Source: an optimization exercise on an open RTL-to-GDS flow (aim: small area, a short achievable clock period and few clock cycles per item). Production flows keep margins and buffers that such runs may drop.
Function was not checked in any run shown here: the RTL went through the layout flow alone.
Power and IR drop assume default switching activity.

==> flow/design.v (outline; a module is shown in full before it is edited, if it fits) <==
// module dsp_fa: 10 lines
// module dsp_ha: 9 lines
// module dsp_slice_top: 2154 lines
module dsp_slice_top (
    input  logic                 w_CLK,
    input  logic                 RSTALLCARRYIN,
    input  logic                 wb_cyc,
    input  logic                 wb_stb,
    input  logic [103:0]         wb_op,
    output logic                 wb_ack,
    output logic                 res_valid,
    output logic [52:0]          res,
    input  logic                 res_ready
);
  // ...
==> flow/run.sh <==
#!/bin/bash
# synth_recipe.tcl (not shown) runs the flow's synth.tcl, then flattens the netlist and writes it again
# the make line also repeats each setting of config.mk as NAME=value (left out here)
make -C /OpenROAD-flow-scripts/flow DESIGN_CONFIG=/design/flow/config.mk WORK_HOME=/design/flow/orfs CLKGATE_MAP_FILE= SYNTH_SCRIPT=/design/flow/synth_recipe.tcl finish
==> flow/config.mk <==
export PLATFORM = sky130hd
export DESIGN_NAME = dsp_slice_top
export DESIGN_NICKNAME = dsp_slice_top
export VERILOG_FILES = /design/flow/design.v
export SDC_FILE = /design/flow/constraint.sdc
export NUM_CORES = 4
export LEC_CHECK = 0
export CAP_MARGIN = 20
export CORE_MARGIN = 2
export CORE_UTILIZATION = 60
export SETUP_SLACK_MARGIN = 3.0
export SLEW_MARGIN = 20
export SYNTH_HIERARCHICAL = 1
export SYNTH_MINIMUM_KEEP_SIZE = 0
==> flow/constraint.sdc <==
create_clock -name core_clock -period 7.5 [get_ports {w_CLK}]
set_input_delay 1.5000 -clock core_clock [delete_from_list [all_inputs] [get_ports {w_CLK}]]
set_output_delay 1.5000 -clock core_clock [all_outputs]
set_load 0.01 [all_outputs]
==> summary.txt, run 1 <==
outcome=complete, no violations; Req. time, crit path=7.73 ns; I/O Pins=164; WS Path Type=input pin to flop; port bufs=163; number of synthesis warnings=7; Lkg Pwr=12.72 nW; DRT Pass-1 Iters=7; Slew Limit Fails=0; Skew-Pair Late Insertion Delay=0.49 ns; WP data arrival=5.54 ns; PwrDens=415.4 nW/um^2; setup TNS=0 ns; Seq/total area=13.14%; TritonCTS clock tree=yes; largest net degree at the start of global routing=77; WL final=104200 um; CP endpoint=q1[27]; Rows=73; comb pwr=10.4 mW; Starting Density=61.14%; FF+latch count, synth=159; Clock power frac=7.1%; Final Setup Violations=0; Worst path max stage delay=0.57 ns
==> run 2: changes to the inputs <==
--- a/flow/design.v
+++ b/flow/design.v
@@ -66,73 +66,111 @@
     input  logic a,
     input  logic b,
     output logic s,
     output logic co
 );
     assign s  = a ^ b;
     assign co = a & b;
 endmodule
+module dsp_benc (
+    input  logic [1:0] x_sel,
+    input  logic       sub,
+    input  logic       b1,
+    input  logic       b0,
+    input  logic       bm,
+    output logic       one,
+    output logic       two,
+    output logic       neg
+);
+    logic x_mult;
+    assign x_mult = (x_sel == 2'd1);
+    assign one = x_mult & (b0 ^ bm);
+    assign two = x_mult & ((b1 & ~b0 & ~bm) | (~b1 & b0 & bm));
+    assign neg = x_mult & (b1 ^ sub);
+endmodule
+module dsp_xg (
+    input  logic [1:0] x_sel,
+    input  logic       sub,
+    input  logic [7:0] ab,
+    output logic [7:0] x
+);
+    logic x_ab;
+    assign x_ab = (x_sel == 2'd3);
+    assign x = {8{x_ab}} & (ab ^ {8{sub}});
+endmodule
 `default_nettype wire
 `timescale 1ns/1ps
 `default_nettype none
 module dsp_slice_top (
     input  logic                 w_CLK,
     input  logic                 RSTALLCARRYIN,
     input  logic                 wb_cyc,
     input  logic                 wb_stb,
     input  logic [103:0]         wb_op,
     output logic                 wb_ack,
     output logic                 res_valid,
     output logic [52:0]          res,
     input  logic                 res_ready
 );
+    logic [103:0] in_op;
     logic [29:0] a;
     logic [17:0] b;
     logic [47:0] c;
     logic [1:0]  x_sel, y_sel, z_sel;
     logic        sub, cin;
-    assign a     = wb_op[103:74];
-    assign b     = wb_op[73:56];
-    assign c     = wb_op[55:8];
-    assign x_sel = wb_op[7:6];
-    assign y_sel = wb_op[5:4];
-    assign z_sel = wb_op[3:2];
-    assign sub   = wb_op[1];
-    assign cin   = wb_op[0];
+    assign a     = in_op[103:74];
+    assign b     = in_op[73:56];
+    assign c     = in_op[55:8];
+    assign x_sel = in_op[7:6];
+    assign y_sel = in_op[5:4];
+    assign z_sel = in_op[3:2];
+    assign sub   = in_op[1];
+    assign cin   = in_op[0];
     logic [26:0] am;
     assign am = a[26:0];
     logic x_mult, x_ab, x_p, y_c, y_ones, z_p, z_c, z_sh;
     assign x_mult = (x_sel == 2'd1);
     assign x_p    = (x_sel == 2'd2);
     assign x_ab   = (x_sel == 2'd3);
     assign y_c    = (y_sel == 2'd1);
     assign y_ones = (y_sel == 2'd2);
     assign z_p    = (z_sel == 2'd1);
     assign z_c    = (z_sel == 2'd2);
     assign z_sh   = (z_sel == 2'd3);
     logic neg_m, x_neg, k0, k48;
     assign neg_m = x_mult & (|am) & (|b) & (am[26] ^ b[17]);
     assign x_neg = sub & (x_ab | x_p);
     assign k0    = cin ^ sub;
     assign k48   = sub ? ~(neg_m | x_neg) : neg_m;
-    logic [47:0] xab, yrow, zrow;
-    assign xab  = {48{x_ab}} & ({a, b} ^ {48{sub}});
+    logic [47:0] ab, xab, yrow, zrow;
+    assign ab = {a, b};
+    for (genvar g = 0; g < 6; g++) begin : g_x
+        dsp_xg u_xg (.x_sel(x_sel), .sub(sub), .ab(ab[8*g +: 8]), .x(xab[8*g +: 8]));
+    end
     assign yrow = ({48{y_c}} & c | {48{y_ones}}) ^ {48{sub}};
     assign zrow = {48{z_c}} & c;
-    logic s1_valid, s1_adv, s1_free, accept;
+    logic sa_valid, sa_free, s1_valid, s1_adv, s1_free, accept;
     assign s1_adv  = s1_valid & (~res_valid | res_ready);
     assign s1_free = ~s1_valid | ~res_valid | res_ready;
-    assign accept  = wb_cyc & wb_stb & s1_free;
+    assign sa_free = ~sa_valid | s1_free;
+    assign accept  = wb_cyc & wb_stb & sa_free;
     assign wb_ack  = accept;
     always_ff @(posedge w_CLK) begin
         if (RSTALLCARRYIN) begin
+            sa_valid <= 1'b0;
             s1_valid <= 1'b0;
-        end else if (s1_free) begin
-            s1_valid <= accept;
+        end else begin
+            if (sa_free) sa_valid <= accept;
+            if (s1_free) s1_valid <= sa_valid;
+        end
+    end
+    always_ff @(posedge w_CLK) begin
+        if (sa_free) begin
+            in_op <= wb_op;
         end
     end
     logic bo0;
     logic bt0;
     logic bn0;
     logic pp1;
     logic pm2;
     logic pp3;
@@ -1116,19 +1154,17 @@
     logic s957;
     logic c958;
     logic s959;
     logic c960;
     logic s961;
     logic c962;
     logic s963;
     logic c964;
-    assign bo0 = x_mult & (b[0] ^ 1'b0);
-    assign bt0 = x_mult & ((b[1] & ~b[0] & ~1'b0) | (~b[1] & b[0] & 1'b0));
-    assign bn0 = x_mult & (b[1] ^ sub);
+    dsp_benc u_be0 (.x_sel(x_sel), .sub(sub), .b1(b[1]), .b0(b[0]), .bm(1'b0), .one(bo0), .two(bt0), .neg(bn0));
     assign pp1 = (bo0 & am[0]) ^ bn0;
     assign pm2 = pp1 | xab[0];
     assign pp3 = ((bo0 & am[1]) | (bt0 & am[0])) ^ bn0;
     assign pm4 = pp3 | xab[1];
     assign pp5 = ((bo0 & am[2]) | (bt0 & am[1])) ^ bn0;
     assign pp6 = ((bo0 & am[3]) | (bt0 & am[2])) ^ bn0;
     assign pp7 = ((bo0 & am[4]) | (bt0 & am[3])) ^ bn0;
     assign pp8 = ((bo0 & am[5]) | (bt0 & am[4])) ^ bn0;
@@ -1150,19 +1186,17 @@
     assign pp24 = ((bo0 & am[21]) | (bt0 & am[20])) ^ bn0;
     assign pp25 = ((bo0 & am[22]) | (bt0 & am[21])) ^ bn0;
     assign pp26 = ((bo0 & am[23]) | (bt0 & am[22])) ^ bn0;
     assign pp27 = ((bo0 & am[24]) | (bt0 & am[23])) ^ bn0;
     assign pp28 = ((bo0 & am[25]) | (bt0 & am[24])) ^ bn0;
     assign pp29 = ((bo0 & am[26]) | (bt0 & am[25])) ^ bn0;
     assign pp30 = ((bo0 & am[26]) | (bt0 & am[26])) ^ bn0;
     assign ps31 = ~pp30;
-    assign bo1 = x_mult & (b[2] ^ b[1]);
-    assign bt1 = x_mult & ((b[3] & ~b[2] & ~b[1]) | (~b[3] & b[2] & b[1]));
-    assign bn1 = x_mult & (b[3] ^ sub);
+    dsp_benc u_be1 (.x_sel(x_sel), .sub(sub), .b1(b[3]), .b0(b[2]), .bm(b[1]), .one(bo1), .two(bt1), .neg(bn1));
     assign pp32 = (bo1 & am[0]) ^ bn1;
     assign pm33 = pp32 | xab[2];
     assign pp34 = ((bo1 & am[1]) | (bt1 & am[0])) ^ bn1;
     assign pm35 = pp34 | xab[3];
     assign pp36 = ((bo1 & am[2]) | (bt1 & am[1])) ^ bn1;
     assign pp37 = ((bo1 & am[3]) | (bt1 & am[2])) ^ bn1;
     assign pp38 = ((bo1 & am[4]) | (bt1 & am[3])) ^ bn1;
     assign pp39 = ((bo1 & am[5]) | (bt1 & am[4])) ^ bn1;
@@ -1184,19 +1218,17 @@
     assign pp55 = ((bo1 & am[21]) | (bt1 & am[20])) ^ bn1;
     assign pp56 = ((bo1 & am[22]) | (bt1 & am[21])) ^ bn1;
     assign pp57 = ((bo1 & am[23]) | (bt1 & am[22])) ^ bn1;
     assign pp58 = ((bo1 & am[24]) | (bt1 & am[23])) ^ bn1;
     assign pp59 = ((bo1 & am[25]) | (bt1 & am[24])) ^ bn1;
     assign pp60 = ((bo1 & am[26]) | (bt1 & am[25])) ^ bn1;
     assign pp61 = ((bo1 & am[26]) | (bt1 & am[26])) ^ bn1;
     assign ps62 = ~pp61;
-    assign bo2 = x_mult & (b[4] ^ b[3]);
-    assign bt2 = x_mult & ((b[5] & ~b[4] & ~b[3]) | (~b[5] & b[4] & b[3]));
-    assign bn2 = x_mult & (b[5] ^ sub);
+    dsp_benc u_be2 (.x_sel(x_sel), .sub(sub), .b1(b[5]), .b0(b[4]), .bm(b[3]), .one(bo2), .two(bt2), .neg(bn2));
     assign pp63 = (bo2 & am[0]) ^ bn2;
     assign pm64 = pp63 | xab[4];
     assign pp65 = ((bo2 & am[1]) | (bt2 & am[0])) ^ bn2;
     assign pm66 = pp65 | xab[5];
     assign pp67 = ((bo2 & am[2]) | (bt2 & am[1])) ^ bn2;
     assign pp68 = ((bo2 & am[3]) | (bt2 & am[2])) ^ bn2;
     assign pp69 = ((bo2 & am[4]) | (bt2 & am[3])) ^ bn2;
     assign pp70 = ((bo2 & am[5]) | (bt2 & am[4])) ^ bn2;
@@ -1218,19 +1250,17 @@
     assign pp86 = ((bo2 & am[21]) | (bt2 & am[20])) ^ bn2;
     assign pp87 = ((bo2 & am[22]) | (bt2 & am[21])) ^ bn2;
     assign pp88 = ((bo2 & am[23]) | (bt2 & am[22])) ^ bn2;
     assign pp89 = ((bo2 & am[24]) | (bt2 & am[23])) ^ bn2;
     assign pp90 = ((bo2 & am[25]) | (bt2 & am[24])) ^ bn2;
     assign pp91 = ((bo2 & am[26]) | (bt2 & am[25])) ^ bn2;
     assign pp92 = ((bo2 & am[26]) | (bt2 & am[26])) ^ bn2;
     assign ps93 = ~pp92;
-    assign bo3 = x_mult & (b[6] ^ b[5]);
-    assign bt3 = x_mult & ((b[7] & ~b[6] & ~b[5]) | (~b[7] & b[6] & b[5]));
-    assign bn3 = x_mult & (b[7] ^ sub);
+    dsp_benc u_be3 (.x_sel(x_sel), .sub(sub), .b1(b[7]), .b0(b[6]), .bm(b[5]), .one(bo3), .two(bt3), .neg(bn3));
     assign pp94 = (bo3 & am[0]) ^ bn3;
     assign pm95 = pp94 | xab[6];
     assign pp96 = ((bo3 & am[1]) | (bt3 & am[0])) ^ bn3;
     assign pm97 = pp96 | xab[7];
     assign pp98 = ((bo3 & am[2]) | (bt3 & am[1])) ^ bn3;
     assign pp99 = ((bo3 & am[3]) | (bt3 & am[2])) ^ bn3;
     assign pp100 = ((bo3 & am[4]) | (bt3 & am[3])) ^ bn3;
     assign pp101 = ((bo3 & am[5]) | (bt3 & am[4])) ^ bn3;
@@ -1252,19 +1282,17 @@
     assign pp117 = ((bo3 & am[21]) | (bt3 & am[20])) ^ bn3;
     assign pp118 = ((bo3 & am[22]) | (bt3 & am[21])) ^ bn3;
     assign pp119 = ((bo3 & am[23]) | (bt3 & am[22])) ^ bn3;
     assign pp120 = ((bo3 & am[24]) | (bt3 & am[23])) ^ bn3;
     assign pp121 = ((bo3 & am[25]) | (bt3 & am[24])) ^ bn3;
     assign pp122 = ((bo3 & am[26]) | (bt3 & am[25])) ^ bn3;
     assign pp123 = ((bo3 & am[26]) | (bt3 & am[26])) ^ bn3;
     assign ps124 = ~pp123;
-    assign bo4 = x_mult & (b[8] ^ b[7]);
-    assign bt4 = x_mult & ((b[9] & ~b[8] & ~b[7]) | (~b[9] & b[8] & b[7]));
-    assign bn4 = x_mult & (b[9] ^ sub);
+    dsp_benc u_be4 (.x_sel(x_sel), .sub(sub), .b1(b[9]), .b0(b[8]), .bm(b[7]), .one(bo4), .two(bt4), .neg(bn4));
     assign pp125 = (bo4 & am[0]) ^ bn4;
     assign pm126 = pp125 | xab[8];
     assign pp127 = ((bo4 & am[1]) | (bt4 & am[0])) ^ bn4;
     assign pm128 = pp127 | xab[9];
     assign pp129 = ((bo4 & am[2]) | (bt4 & am[1])) ^ bn4;
     assign pp130 = ((bo4 & am[3]) | (bt4 & am[2])) ^ bn4;
     assign pp131 = ((bo4 & am[4]) | (bt4 & am[3])) ^ bn4;
     assign pp132 = ((bo4 & am[5]) | (bt4 & am[4])) ^ bn4;
@@ -1286,19 +1314,17 @@
     assign pp148 = ((bo4 & am[21]) | (bt4 & am[20])) ^ bn4;
     assign pp149 = ((bo4 & am[22]) | (bt4 & am[21])) ^ bn4;
     assign pp150 = ((bo4 & am[23]) | (bt4 & am[22])) ^ bn4;
     assign pp151 = ((bo4 & am[24]) | (bt4 & am[23])) ^ bn4;
     assign pp152 = ((bo4 & am[25]) | (bt4 & am[24])) ^ bn4;
     assign pp153 = ((bo4 & am[26]) | (bt4 & am[25])) ^ bn4;
     assign pp154 = ((bo4 & am[26]) | (bt4 & am[26])) ^ bn4;
     assign ps155 = ~pp154;
-    assign bo5 = x_mult & (b[10] ^ b[9]);
-    assign bt5 = x_mult & ((b[11] & ~b[10] & ~b[9]) | (~b[11] & b[10] & b[9]));
-    assign bn5 = x_mult & (b[11] ^ sub);
+    dsp_benc u_be5 (.x_sel(x_sel), .sub(sub), .b1(b[11]), .b0(b[10]), .bm(b[9]), .one(bo5), .two(bt5), .neg(bn5));
     assign pp156 = (bo5 & am[0]) ^ bn5;
     assign pm157 = pp156 | xab[10];
     assign pp158 = ((bo5 & am[1]) | (bt5 & am[0])) ^ bn5;
     assign pm159 = pp158 | xab[11];
     assign pp160 = ((bo5 & am[2]) | (bt5 & am[1])) ^ bn5;
     assign pp161 = ((bo5 & am[3]) | (bt5 & am[2])) ^ bn5;
     assign pp162 = ((bo5 & am[4]) | (bt5 & am[3])) ^ bn5;
     assign pp163 = ((bo5 & am[5]) | (bt5 & am[4])) ^ bn5;
@@ -1320,19 +1346,17 @@
     assign pp179 = ((bo5 & am[21]) | (bt5 & am[20])) ^ bn5;
     assign pp180 = ((bo5 & am[22]) | (bt5 & am[21])) ^ bn5;
     assign pp181 = ((bo5 & am[23]) | (bt5 & am[22])) ^ bn5;
     assign pp182 = ((bo5 & am[24]) | (bt5 & am[23])) ^ bn5;
     assign pp183 = ((bo5 & am[25]) | (bt5 & am[24])) ^ bn5;
     assign pp184 = ((bo5 & am[26]) | (bt5 & am[25])) ^ bn5;
     assign pp185 = ((bo5 & am[26]) | (bt5 & am[26])) ^ bn5;
     assign ps186 = ~pp185;
-    assign bo6 = x_mult & (b[12] ^ b[11]);
-    assign bt6 = x_mult & ((b[13] & ~b[12] & ~b[11]) | (~b[13] & b[12] & b[11]));
-    assign bn6 = x_mult & (b[13] ^ sub);
+    dsp_benc u_be6 (.x_sel(x_sel), .sub(sub), .b1(b[13]), .b0(b[12]), .bm(b[11]), .one(bo6), .two(bt6), .neg(bn6));
     assign pp187 = (bo6 & am[0]) ^ bn6;
     assign pm188 = pp187 | xab[12];
     assign pp189 = ((bo6 & am[1]) | (bt6 & am[0])) ^ bn6;
     assign pm190 = pp189 | xab[13];
     assign pp191 = ((bo6 & am[2]) | (bt6 & am[1])) ^ bn6;
     assign pp192 = ((bo6 & am[3]) | (bt6 & am[2])) ^ bn6;
     assign pp193 = ((bo6 & am[4]) | (bt6 & am[3])) ^ bn6;
     assign pp194 = ((bo6 & am[5]) | (bt6 & am[4])) ^ bn6;
@@ -1354,19 +1378,17 @@
     assign pp210 = ((bo6 & am[21]) | (bt6 & am[20])) ^ bn6;
     assign pp211 = ((bo6 & am[22]) | (bt6 & am[21])) ^ bn6;
     assign pp212 = ((bo6 & am[23]) | (bt6 & am[22])) ^ bn6;
     assign pp213 = ((bo6 & am[24]) | (bt6 & am[23])) ^ bn6;
     assign pp214 = ((bo6 & am[25]) | (bt6 & am[24])) ^ bn6;
     assign pp215 = ((bo6 & am[26]) | (bt6 & am[25])) ^ bn6;
     assign pp216 = ((bo6 & am[26]) | (bt6 & am[26])) ^ bn6;
     assign ps217 = ~pp216;
-    assign bo7 = x_mult & (b[14] ^ b[13]);
-    assign bt7 = x_mult & ((b[15] & ~b[14] & ~b[13]) | (~b[15] & b[14] & b[13]));
-    assign bn7 = x_mult & (b[15] ^ sub);
+    dsp_benc u_be7 (.x_sel(x_sel), .sub(sub), .b1(b[15]), .b0(b[14]), .bm(b[13]), .one(bo7), .two(bt7), .neg(bn7));
     assign pp218 = (bo7 & am[0]) ^ bn7;
     assign pm219 = pp218 | xab[14];
     assign pp220 = ((bo7 & am[1]) | (bt7 & am[0])) ^ bn7;
     assign pm221 = pp220 | xab[15];
     assign pp222 = ((bo7 & am[2]) | (bt7 & am[1])) ^ bn7;
     assign pp223 = ((bo7 & am[3]) | (bt7 & am[2])) ^ bn7;
     assign pp224 = ((bo7 & am[4]) | (bt7 & am[3])) ^ bn7;
     assign pp225 = ((bo7 & am[5]) | (bt7 & am[4])) ^ bn7;
@@ -1388,19 +1410,17 @@
     assign pp241 = ((bo7 & am[21]) | (bt7 & am[20])) ^ bn7;
     assign pp242 = ((bo7 & am[22]) | (bt7 & am[21])) ^ bn7;
     assign pp243 = ((bo7 & am[23]) | (bt7 & am[22])) ^ bn7;
     assign pp244 = ((bo7 & am[24]) | (bt7 & am[23])) ^ bn7;
     assign pp245 = ((bo7 & am[25]) | (bt7 & am[24])) ^ bn7;
     assign pp246 = ((bo7 & am[26]) | (bt7 & am[25])) ^ bn7;
     assign pp247 = ((bo7 & am[26]) | (bt7 & am[26])) ^ bn7;
     assign ps248 = ~pp247;
-    assign bo8 = x_mult & (b[16] ^ b[15]);
-    assign bt8 = x_mult & ((b[17] & ~b[16] & ~b[15]) | (~b[17] & b[16] & b[15]));
-    assign bn8 = x_mult & (b[17] ^ sub);
+    dsp_benc u_be8 (.x_sel(x_sel), .sub(sub), .b1(b[17]), .b0(b[16]), .bm(b[15]), .one(bo8), .two(bt8), .neg(bn8));
     assign pp249 = (bo8 & am[0]) ^ bn8;
     assign pm250 = pp249 | xab[16];
     assign pp251 = ((bo8 & am[1]) | (bt8 & am[0])) ^ bn8;
     assign pm252 = pp251 | xab[17];
     assign pp253 = ((bo8 & am[2]) | (bt8 & am[1])) ^ bn8;
     assign pm254 = pp253 | xab[18];
     assign pp255 = ((bo8 & am[3]) | (bt8 & am[2])) ^ bn8;
     assign pm256 = pp255 | xab[19];
@@ -1899,23 +1919,20 @@
             q1[49] <= r1[49];
             q_xp  <= x_p;
             q_zp  <= z_p;
             q_zsh <= z_sh;
             q_sub <= sub;
         end
     end
     logic [47:0] p_q, p_sh, xprow, zprow;
-    logic        pd_q, pbd_q;
-    assign p_q   = res[52:5];
-    assign pd_q  = res[3];
-    assign pbd_q = res[2];
+    logic        co_q, pdp_q, pbdp_q, p_clr;
     assign p_sh  = {{17{p_q[47]}}, p_q[47:17]};
-    assign xprow = {48{q_xp}} & (p_q ^ {48{q_sub}});
-    assign zprow = {48{q_zp}} & p_q | {48{q_zsh}} & p_sh;
+    assign xprow = {48{q_xp & ~p_clr}} & (p_q ^ {48{q_sub}}) | {48{q_xp & p_clr & q_sub}};
+    assign zprow = {48{q_zp & ~p_clr}} & p_q | {48{q_zsh & ~p_clr}} & p_sh;
     logic s965;
     logic c966;
     logic s967;
     logic c968;
     logic s969;
     logic c970;
     logic s971;
     logic c972;
@@ -2204,28 +2221,34 @@
     dsp_fa u_s1153 (.a(zprow[46]), .b(c1056), .ci(s1057), .s(s1153), .co(c1154));
     dsp_fa u_s1155 (.a(zprow[47]), .b(c1058), .ci(s1059), .s(s1155), .co(c1156));
     dsp_fa u_s1157 (.a(q0[48]), .b(q1[48]), .ci(c1060), .s(s1157), .co(c1158));
     dsp_ha u_s1159 (.a(q0[49]), .b(q1[49]), .s(s1159), .co(c1160));
     logic [49:0] u0, u1, t;
     assign u0 = {s1159, s1157, c1154, c1152, c1150, c1148, c1146, c1144, c1142, c1140, c1138, c1136, c1134, c1132, c1130, c1128, c1126, c1124, c1122, c1120, c1118, c1116, c1114, c1112, c1110, c1108, c1106, c1104, c1102, c1100, c1098, c1096, c1094, c1092, c1090, c1088, c1086, c1084, c1082, c1080, c1078, c1076, c1074, c1072, c1070, c1068, c1066, c1064, c1062, s965};
     assign u1 = {c1158, c1156, s1155, s1153, s1151, s1149, s1147, s1145, s1143, s1141, s1139, s1137, s1135, s1133, s1131, s1129, s1127, s1125, s1123, s1121, s1119, s1117, s1115, s1113, s1111, s1109, s1107, s1105, s1103, s1101, s1099, s1097, s1095, s1093, s1091, s1089, s1087, s1085, s1083, s1081, s1079, s1077, s1075, s1073, s1071, s1069, s1067, s1065, s1063, s1061};
     assign t  = u0 + u1;
-    logic [47:0] p_new;
-    logic        co_new, pd_new, pbd_new, nodet;
-    assign p_new   = t[47:0];
-    assign co_new  = q_sub ? ~t[49] : t[48];
-    assign pd_new  = ~p_new[47] & ~p_new[46];
-    assign pbd_new = p_new[47] & p_new[46];
-    assign nodet   = ~pd_new & ~pbd_new;
     always_ff @(posedge w_CLK) begin
         if (RSTALLCARRYIN) begin
             res_valid <= 1'b0;
-            res       <= '0;
+            p_clr     <= 1'b1;
         end else if (s1_adv) begin
             res_valid <= 1'b1;
-            res       <= {p_new, co_new, pd_new, pbd_new, pd_q & nodet, pbd_q & nodet};
+            p_clr     <= 1'b0;
         end else if (res_ready) begin
             res_valid <= 1'b0;
         end
     end
+    always_ff @(posedge w_CLK) begin
+        if (s1_adv) begin
+            p_q    <= t[47:0];
+            co_q   <= q_sub ? ~t[49] : t[48];
+            pdp_q  <= ~p_clr & ~p_q[47] & ~p_q[46];
+            pbdp_q <= ~p_clr & p_q[47] & p_q[46];
+        end
+    end
+    logic pd, pbd, nodet;
+    assign pd    = ~p_q[47] & ~p_q[46];
+    assign pbd   = p_q[47] & p_q[46];
+    assign nodet = p_q[47] ^ p_q[46];
+    assign res   = {p_q, co_q, pd, pbd, pdp_q & nodet, pbdp_q & nodet};
 endmodule
 `default_nettype wire
==> flow/flow/run.sh (new file) <==
#!/bin/bash
# The standard layout (standard.sh: the ORFS flow and synthesis), with
# the port buffers made of plain buffers instead of ORFS's default pick.
set -euo pipefail
export BUFFER_PORTS_ARGS="-buffer_cell sky130_fd_sc_hd__buf_2"
bash standard.sh > standard.log 2>&1
==> flow/standard.sh (new file) <==
#!/bin/bash
# synth_recipe.tcl (not shown) runs the flow's synth.tcl, then flattens the netlist and writes it again
# the make line also repeats each setting of config.mk as NAME=value (left out here)
make -C /OpenROAD-flow-scripts/flow DESIGN_CONFIG=/design/flow/config.mk WORK_HOME=/design/flow/orfs CLKGATE_MAP_FILE= SYNTH_SCRIPT=/design/flow/synth_recipe.tcl "${@:-finish}"
==> flow/config.mk (replaced) <==
export PLATFORM = sky130hd
export DESIGN_NAME = dsp_slice_top
export DESIGN_NICKNAME = dsp_slice_top
export VERILOG_FILES = /design/flow/design.v
export SDC_FILE = /design/flow/constraint.sdc
export NUM_CORES = 4
export LEC_CHECK = 0
export CAP_MARGIN = 20
export CORE_MARGIN = 2
export CORE_UTILIZATION = 40
export SETUP_SLACK_MARGIN = 2.0
export SLEW_MARGIN = 20
export SYNTH_HIERARCHICAL = 1
export SYNTH_MINIMUM_KEEP_SIZE = 0
removed: flow/run.sh
==> run 2 against run 1 <==
- worst setup slack improved by 0.14 ns
- area after synthesis is 13% higher
- worst hold slack improved by 0.075 ns
- die area increased by 67%
- critical path depth shrank 5
- sequential share of layout area rose by 13 points
- via count decreased by 19%
- combinational power shrank 38%
- final cell count is 4.1% higher
- global-route usage decreased by 23 points
- sequential power increased by 35%
==> summary.txt, run 2 <==
post-synthesis cell area=27460 um^2 (was 24400 um^2); drt drc=0 (unchanged); DRT Pass-1 Iters=6 (was 7); GRT Resource Usage Total=22.28% (was 44.87%); Fill cells=6283 (was 2226); Biggest register=in_op (was res); Lkg Pwr=11.89 nW (was 12.72 nW); clock slew seen by the registers of the worst setup and hold paths=0.07 ns (was 0.08 ns); Post-DP Area=29160 um^2 (was 26440 um^2); first-pass GRT wire length=121300 um (was 138200 um); Starting Density=40.25% (was 61.14%); Slew Limit Fails=0 (unchanged); Rows=96 (was 73); port bufs=163 (unchanged); Max Fclk=0.1933 GHz (was 0.1882 GHz); Cell variety after synth=58 (was 77); crit path launch type=flop (was input pin); CP max FO=20 (was 8); final worst path period need=5.174 ns (was 5.313 ns); Multi-input gate area=18890 um^2 (was 21520 um^2); Post-synth EDFFs=259 (was 104); area delta synth->final=10.39% (was 31.67%); top post-synthesis cells by area=edfxtp_1 (28%), fa_1 (27%), xnor2_1 (12%) (was fa_1 (31%), edfxtp_1 (13%), xnor2_1 (12%)); Layout Nets=3017 (was 3247); Final Setup Violations=0 (unchanged); WP data arrival=5.50 ns (was 5.54 ns); TritonCTS clock tree=yes (unchanged); layout cells sized above 1=12.85% (was 29.75%); FFs w/ async S/R, synth=0% (unchanged); Post-Syn Area per Cell=11.50 um^2 (was 10.21 um^2); most frequent cells after synthesis=xnor2_1 (380), fa_1 (375), edfxtp_1 (259) (was fa_1 (375), xnor2_1 (324), a22oi_1 (234)); Power Total=10.81 mW (was 13.35 mW); Num CTS Buffers=30 (was 17); core region area=68230 um^2 (was 39910 um^2); PwrDens=356.6 nW/um^2 (was 415.4 nW/um^2); CP dominant cell by count=fa_1; RePlAce Congestion=0.9039 (was 0.9798); CTS sink cnt=263 (was 159); Mapped Cells=2388 (was 2391); Die Y=266.0 um (was 205.7 um); WL final=78700 um (was 104200 um); FF-to-FF End=q1[21] (was res[0]); Final Skew=0.03285 ns (was 0.01931 ns); FF+latch count, synth=263 (was 159); design area=30310 um^2 (was 32130 um^2); Bufs on Longest Clock Path=3 (was 2); dpl hpwl=60190 um (was 60390 um); worst hold-check path type=flop to flop (unchanged); crit share post-route=68.99% (was 70.83%); initial antenna violation count=0 (was 3); R2R depth=9 (was 18); Req. time, crit path=7.83 ns (was 7.73 ns); Worst Hold Path Cells=1 (was 2); outcome=complete, no violations (unchanged); most frequent cells in the layout=xnor2_1 (380), fa_1 (375), edfxtp_1 (259), a22oi_1 (236), buf_2 (163) (was xnor2_1 (272), fa_1 (261), a22oi_1 (174), buf_4 (168), nand2_1 (135)); vias=18780 (was 23140); sequential element share of the synthesized area=28.61% (was 17.31%); most frequent cell after synthesis=xnor2_1 (was fa_1); RSZ-0062 raised after global routing=no (was yes); worst slew pin tran=1.067 ns (was 1.246 ns); largest net degree at the start of global routing=85 (was 77); Hold Crit Endpoint=q_zp (was res[1]); worst r2r src=in_op[6] (was q_sub); DR iter-0 viols=1551 (was 3653); Root Buffer=clkbuf_16 (unchanged); Routed Antenna Nets=0 (unchanged); grt ovf=0 (unchanged); setup TNS=0 ns (unchanged); largest registers=in_op: 104 flops, q0: 50 flops, q1: 50 flops (was res: 53 flops, q0: 50 flops, q1: 50 flops); Die Width=266.0 um (was 205.7 um); Buf/Inv on CP=0 (was 5); number of synthesis warnings=7 (unchanged); CP Capture Type=flop (unchanged); number of flip-flops in the largest register=104 (was 53); worst vdd ir=191.3 uV (was 271.7 uV); worst hold path startpoint=in_op[3] (was res[1]); WS Path Type=flop to flop (was input pin to flop); vias in the first global route=19730 (was 22130); most used flip-flop cell after synthesis=edfxtp_1 (unchanged); slowest stage cell, crit path=nor2_2 (was fa_1); FF/Latch Area=7859 um^2 (was 4224 um^2); H-Tree Depth=1 (was 4); Skew-Pair Late Insertion Delay=0.61 ns (was 0.49 ns); commonest non-fill, non-tap cell in the layout=xnor2_1 (unchanged); drt wl/cell=23.56 um (was 32.47 um); Slew HR=28.78% (was 16.94%); Worst path top cell family by delay=adder cells (unchanged); I/O Pins=164 (unchanged); cells along the critical path=nand2b_1, nor2_2, a22oi_1, xnor2_1, fa_1, fa_1, fa_1, fa_1, fa_1 (was buf_6, buf_8, nand2b_4, nor3_4, buf_6, buf_16, buf_6, a22oi_2, xnor2_2, fa_1, fa_1, fa_2, fa_2, fa_2); Max Cap Viol=0 (unchanged); Hold-fix buffers, CTS=0 (unchanged); Synth area leader=edfxtp_1 (was fa_1); die area=70760 um^2 (was 42300 um^2); hold_ws=0.5545 ns (was 0.4795 ns); # diodes=0 (was 4); R2R Setup Slk=2.33 ns (was 2.83 ns); area share of the largest cell type after synthesis=28.32% (was 30.76%); vias per cell=5.620 (was 7.214); Worst path max stage delay=0.89 ns (was 0.57 ns); Final Hold Viols=0 (unchanged)
## run 2: area by class of cell
cell class | instances | share of cell area (%)
inverters | 26 | 0.3343
repair buffers | 219 | 4.317
clock buffers | 31 | 2.489
multi-input cells | 1896 | 62.32
well taps | 882 | 3.640
clock inverters | 24 | 0.9782
flip-flops and latches | 263 | 25.92
## run 2: metrics by stage
stage	setup slack [ns]	instances	util, %
final	2.326	3341	44.43
after global routing	2.080	3341	44.43
after CTS	2.047	3335	44.28
after detailed placement	2.071	3280	42.74
after global placement	2.098	3278	42.66
after floorplan	2.130	2390	-
## run 2: worst reg2reg max path, stage by stage, from the launching register on
cell and delay, ns:
edfxtp_1 0.87, nand2b_1 0.29, nor2_2 0.89, a22oi_1 0.28, xnor2_1 0.27, fa_1 0.48, fa_1 0.45, fa_1 0.45
fa_1 0.52, fa_1 0.42
## run 2: worst max-delay path by stage
| stage | from | end | slack [ns] | cells after the start |
|---|---|---|---|---|
| after floorplan | res_ready | in_op[0] | 2.13 | 2 |
| after global placement | q_xp | co_q | 2.10 | 14 |
| after detailed placement | q_xp | co_q | 2.07 | 14 |
| after CTS | q_xp | co_q | 2.05 | 14 |
| after global routing | q_sub | p_q[43] | 2.08 | 16 |
| final | in_op[6] | q1[21] | 2.33 | 9 |
## run 2: per-layer routing
layer  up-vias  share of wire [%]  GRT usage, %
li1       8400                  -             -
met1      9564                 45         32.22
met2       707                 46         35.03
met3       107                7.0         3.336
met4         0                2.7         5.922
met5         -                  0             0
## run 2: cell families after synthesis
family	count (synthesis)	synth area share (%)
flip-flops	263	28.61
XOR/XNOR	452	14.42
other	1	0.01366
adder cells (fa/ha/maj)	472	31.76
multiplexers	2	0.07290
AND/OR/NAND/NOR	438	8.324
AO/OA/AOI/OAI	529	13.44
buffers and inverters	231	3.367
## run 2: repair_timing
item / CTS / global route
endpoints found under the setup margin: 0 / 9
buffers inserted: 0 / 4
gates resized for setup: 0 / 6
## run 2: where the power goes
part	internal [mW]	switching [mW]	total (mW)
clock network	0.914	0.651	1.56
registers	2.40	0.352	2.75
logic	2.79	3.71	6.49
## run 2: per-module statistics from Yosys, one instance, submodules excluded
module | cells | times used | flip-flops and latches | area [um^2]
dsp_slice_top | 1788 | 1 | 263 | 18230
dsp_ha | 1 | 46 | 0 | 12.51
dsp_xg | 18 | 6 | 0 | 115.1
dsp_benc | 8 | 9 | 0 | 52.55
dsp_fa | 1 | 374 | 0 | 20.02
==> run 3: changes to the inputs <==
--- a/flow/config.mk
+++ b/flow/config.mk
@@ -8,7 +8,7 @@
 export CAP_MARGIN = 20
 export CORE_MARGIN = 2
 export CORE_UTILIZATION = 40
-export SETUP_SLACK_MARGIN = 2.0
+export SETUP_SLACK_MARGIN = 3.5
 export SLEW_MARGIN = 20
 export SYNTH_HIERARCHICAL = 1
 export SYNTH_MINIMUM_KEEP_SIZE = 0
==> run 3 against run 2 <==
- highest routed layer unchanged
- first-iteration DRC count is 21% higher
- still clean
- clock power down 9%
- final cell count is 6.7% higher
- critical endpoint is now p_q[42]
- area after synthesis stayed put
- register-to-register slack improved by 0.61 ns
- via count is 8.6% higher
- utilization is 6.1 points higher
- total power up 11%
==> summary.txt, run 3 <==
outcome=complete, no violations (unchanged); vias per cell=5.719 (was 5.620); Cell variety after synth=58 (unchanged); vias=20390 (was 18780); DRT Pass-1 Iters=6 (unchanged); Final Hold Viols=0 (unchanged); drt drc=0 (unchanged); Power Total=11.96 mW (was 10.81 mW); Num CTS Buffers=30 (unchanged); clock slew seen by the registers of the worst setup and hold paths=0.06 ns (was 0.07 ns); Slew HR=29.08% (was 28.78%); CTS sink cnt=263 (unchanged); xor/xnor share of the synthesized area=14.42% (unchanged); most frequent cells in the layout=xnor2_1 (331), edfxtp_1 (259), fa_1 (253), a22oi_1 (181), buf_2 (164) (was xnor2_1 (380), fa_1 (375), edfxtp_1 (259), a22oi_1 (236), buf_2 (163)); Hold Crit Endpoint=q_zp (unchanged); Post-DP Area=29490 um^2 (was 29160 um^2); Final Skew=0.01837 ns (was 0.03285 ns); largest family of logic cells by synthesized area=adder cells (unchanged); post-synthesis cell area=27460 um^2 (unchanged); worst vdd ir=206.3 uV (was 191.3 uV); Bufs on Longest Clock Path=3 (unchanged); Synth area leader=edfxtp_1 (unchanged); vias in the first global route=20750 (was 19730); Die Y=266.0 um (unchanged); RSZ-0062 raised after global routing=yes (was no); most frequent cells after synthesis=xnor2_1 (380), fa_1 (375), edfxtp_1 (259) (unchanged); core region area=68230 um^2 (unchanged); final worst setup slack=2.936 ns (was 2.326 ns); GRT Resource Usage Total=24.33% (was 22.28%); Layout Nets=3241 (was 3017); Final Setup Violations=0 (unchanged); number of flip-flops in the largest register=104 (unchanged); PwrDens=346.5 nW/um^2 (was 356.6 nW/um^2); Root Buffer=clkbuf_16 (unchanged); Worst path max stage delay=0.52 ns (was 0.89 ns); initial antenna violation count=1 (was 0); FFs w/ async S/R, synth=0% (unchanged); worst slew pin tran=1.064 ns (was 1.067 ns); CP Capture Type=flop (unchanged); port bufs=163 (unchanged); Power Internal=6.767 mW (was 6.101 mW); Mapped Cells=2388 (unchanged); FF/Latch Area=7861 um^2 (was 7859 um^2); CP dominant cell by count=fa_1 (unchanged); Fill cells=5784 (was 6283); area delta synth->final=25.64% (was 10.39%); area share of the largest cell type after synthesis=28.32% (unchanged); RePlAce Congestion=0.9060 (was 0.9039); design area=34500 um^2 (was 30310 um^2); hold_ws=0.5615 ns (was 0.5545 ns); die area=70760 um^2 (unchanged); WL final=88660 um (was 78700 um); CP max FO=6 (was 20); crit path launch type=flop (unchanged); Synth Area in Adders=31.76% (unchanged); P_sw=5.189 mW (was 4.710 mW); Max Cap Viol=0 (unchanged); R2R depth=17 (was 9); dpl hpwl=59140 um (was 60190 um); layout cells sized above 1=31.25% (was 12.85%); DR iter-0 viols=1871 (was 1551); Clock power frac=11.9% (was 14.5%); worst r2r src=q_sub (was in_op[6]); grt ovf=0 (unchanged); R2R Setup Slk=2.94 ns (was 2.33 ns); I/O Pins=164 (unchanged); worst hold path startpoint=in_op[3] (unchanged); Starting Density=40.25% (unchanged); Sw Ratio=43.40% (was 43.57%); Max Fclk=0.2191 GHz (was 0.1933 GHz); most frequent cell after synthesis=xnor2_1 (unchanged); cells along the critical path=buf_6, buf_16, xnor2_2, and2_4, fa_1, fa_1, ha_4, a21o_1, a211o_1, a21oi_2, o41a_1, nor3_4, a22o_4, a211oi_2, or3_4, o31ai_4, xor2_1 (was nand2b_1, nor2_2, a22oi_1, xnor2_1, fa_1, fa_1, fa_1, fa_1, fa_1); most used flip-flop cell after synthesis=edfxtp_1 (unchanged); Comb pwr share=65.3% (was 60.1%); largest registers=in_op: 104 flops, q0: 50 flops, q1: 50 flops (unchanged); simple-gate share of the synthesized area=8.324% (unchanged); WS Path Type=flop to flop (unchanged); worst hold-check path type=flop to flop (unchanged); TritonCTS clock tree=yes (unchanged); slowest stage cell, crit path=fa_1 (was nor2_2); Skew-Pair Late Insertion Delay=0.60 ns (was 0.61 ns); Slew Limit Fails=0 (unchanged); Routed Antenna Nets=0 (unchanged); commonest non-fill, non-tap cell in the layout=xnor2_1 (unchanged); WP data arrival=4.91 ns (was 5.50 ns); Post-synth EDFFs=259 (unchanged); Die Width=266.0 um (unchanged); number of synthesis warnings=7 (unchanged); Rows=96 (unchanged); setup TNS=0 ns (unchanged); Req. time, crit path=7.85 ns (was 7.83 ns); drt wl/cell=24.87 um (was 23.56 um); sequential element share of the synthesized area=28.61% (unchanged); Multi-input gate area=20540 um^2 (was 18890 um^2); register share of total power=22.8% (was 25.4%); Lkg Pwr=13.54 nW (was 11.89 nW); Worst Hold Path Cells=1 (unchanged); Buf/Inv on CP=2 (was 0); crit share post-route=60.86% (was 68.99%); multiplexer area fraction after synthesis=0.07290% (unchanged); H-Tree Depth=1 (unchanged); Biggest register=in_op (unchanged); first-pass GRT wire length=130600 um (was 121300 um); FF-to-FF End=p_q[42] (was q1[21]); FF+latch count, synth=263 (unchanged); largest net degree at the start of global routing=84 (was 85); Place WS=2.018 ns (was 2.071 ns); Worst path top cell family by delay=adder cells (unchanged); top post-synthesis cells by area=edfxtp_1 (28%), fa_1 (27%), xnor2_1 (12%) (unchanged); Synth Area in Compound Gates=13.44% (unchanged); final worst path period need=4.564 ns (was 5.174 ns); Post-Syn Area per Cell=11.50 um^2 (unchanged)
==> run 3: cell count changes in the layout (fill, tap and decap cells not counted), moves of 49 or more <==
cell / before / now
a22oi_2: 0 / 55
a22oi_1: 236 / 181
xnor2_1: 380 / 331
fa_1: 375 / 253
buf_4: 50 / 161
fa_2: 0 / 122
==> run 3: how the worst max path moves through the flow <==
stage           from       to  slack (ns)  cells after the start
6_report       q_sub  p_q[42]        2.94                     17
2_1_floorplan  p_clr  p_q[43]        3.27                     19
3_3_place_gp   p_clr  p_q[47]        2.12                     17
4_1_cts        q_sub     co_q        3.01                     16
5_1_grt        q_sub  p_q[42]        2.85                     17
3_5_place_dp   p_clr  p_q[47]        2.02                     17
==> run 3: metrics by stage <==
step,cells,util [%]
2_1_floorplan,2390,-
3_3_place_gp,3280,43.16
6_report,3565,50.57
3_5_place_dp,3282,43.23
5_1_grt,3564,50.57
4_1_cts,3499,48.59
==> run 3: per-layer routing <==
metal	vias up	global-route usage [%]	wire length, um
met5	-	0	0
met4	0	10.11	4284
met3	224	4.288	6914
met2	1010	38.35	40770
met1	10270	33.23	36700
li1	8885	-	-
==> run 3: cells by family after synthesis <==
logic type	Yosys count
AO/OA/AOI/OAI	529
XOR/XNOR	452
adder cells (fa/ha/maj)	472
buffers and inverters	231
flip-flops	263
multiplexers	2
other	1
AND/OR/NAND/NOR	438
==> run 3: layout make-up <==
cell class | count | area share (%)
Multi-Input combinational cell | 1905 | 59.54
Sequential cell | 263 | 22.79
Timing Repair Buffer | 433 | 11.35
Tap cell | 882 | 3.199
Clock buffer | 33 | 2.209
Clock inverter | 21 | 0.5476
Inverter | 26 | 0.3300
Timing Repair inverter | 1 | 0.03264
Antenna cell | 1 | 0.007253
==> run 3: repair_timing <==
item,CTS,global route
gates resized for setup,225,175
pin swaps,149,185
cloned,25,2
setup endpoints to repair,114,87
hold buffers,0,0
setup buffers,138,63
==> run 3: Yosys stat by module, one instance, submodules excluded <==
module / area, um^2 / times used
dsp_slice_top: 18230 / 1
dsp_fa: 20.02 / 374
dsp_ha: 12.51 / 46
dsp_benc: 52.55 / 9
dsp_xg: 115.1 / 6
==> run 3: power groups by stage <==
| stage | Combinational, mW | Sequential, mW | Clock (mW) |
|---|---|---|---|
| 6_report | 7.80 | 2.73 | 1.42 |
| 5_1_grt | 8.54 | 2.77 | 1.51 |
| 4_1_cts | 7.24 | 2.74 | 1.46 |
| 3_5_place_dp | 6.57 | 2.77 | 0 |
| 3_3_place_gp | 6.42 | 2.78 | 0 |
| 2_1_floorplan | 4.80 | 2.62 | 0 |

[static timing again, ports no longer ideal]
No port has a modelled driver above. Below, the same layouts with a new extraction and two added sets of constraints.
Step 1, drivers: a clkbuf_16 drives w_CLK and a buf_2 each remaining input, both assumed.
Step 2 also shifts input and output timing later by t, the mid clock arrival at the registers, as if the neighbouring blocks saw the same clock.
Three values: no drivers, after step 1, after step 2; two values: the first two.
run | shift t [ns] | slack for setup (ns) | worst setup path at the end | pins driven straight from the clock port
run 1 | 0.531 | 2.187 / 2.158 / 1.627 | input to register | 1
run 2 | 0.657 | 2.326 / 2.326 / 2.326 | register to register | 1
run 3 | 0.653 | 2.936 / 2.936 / 2.936 | register to register | 1
After both steps setup and hold are still met in every run listed. The setup slack of run 1, which loses most, moves by -0.029 ns with the drivers and by -0.560 ns with both steps.
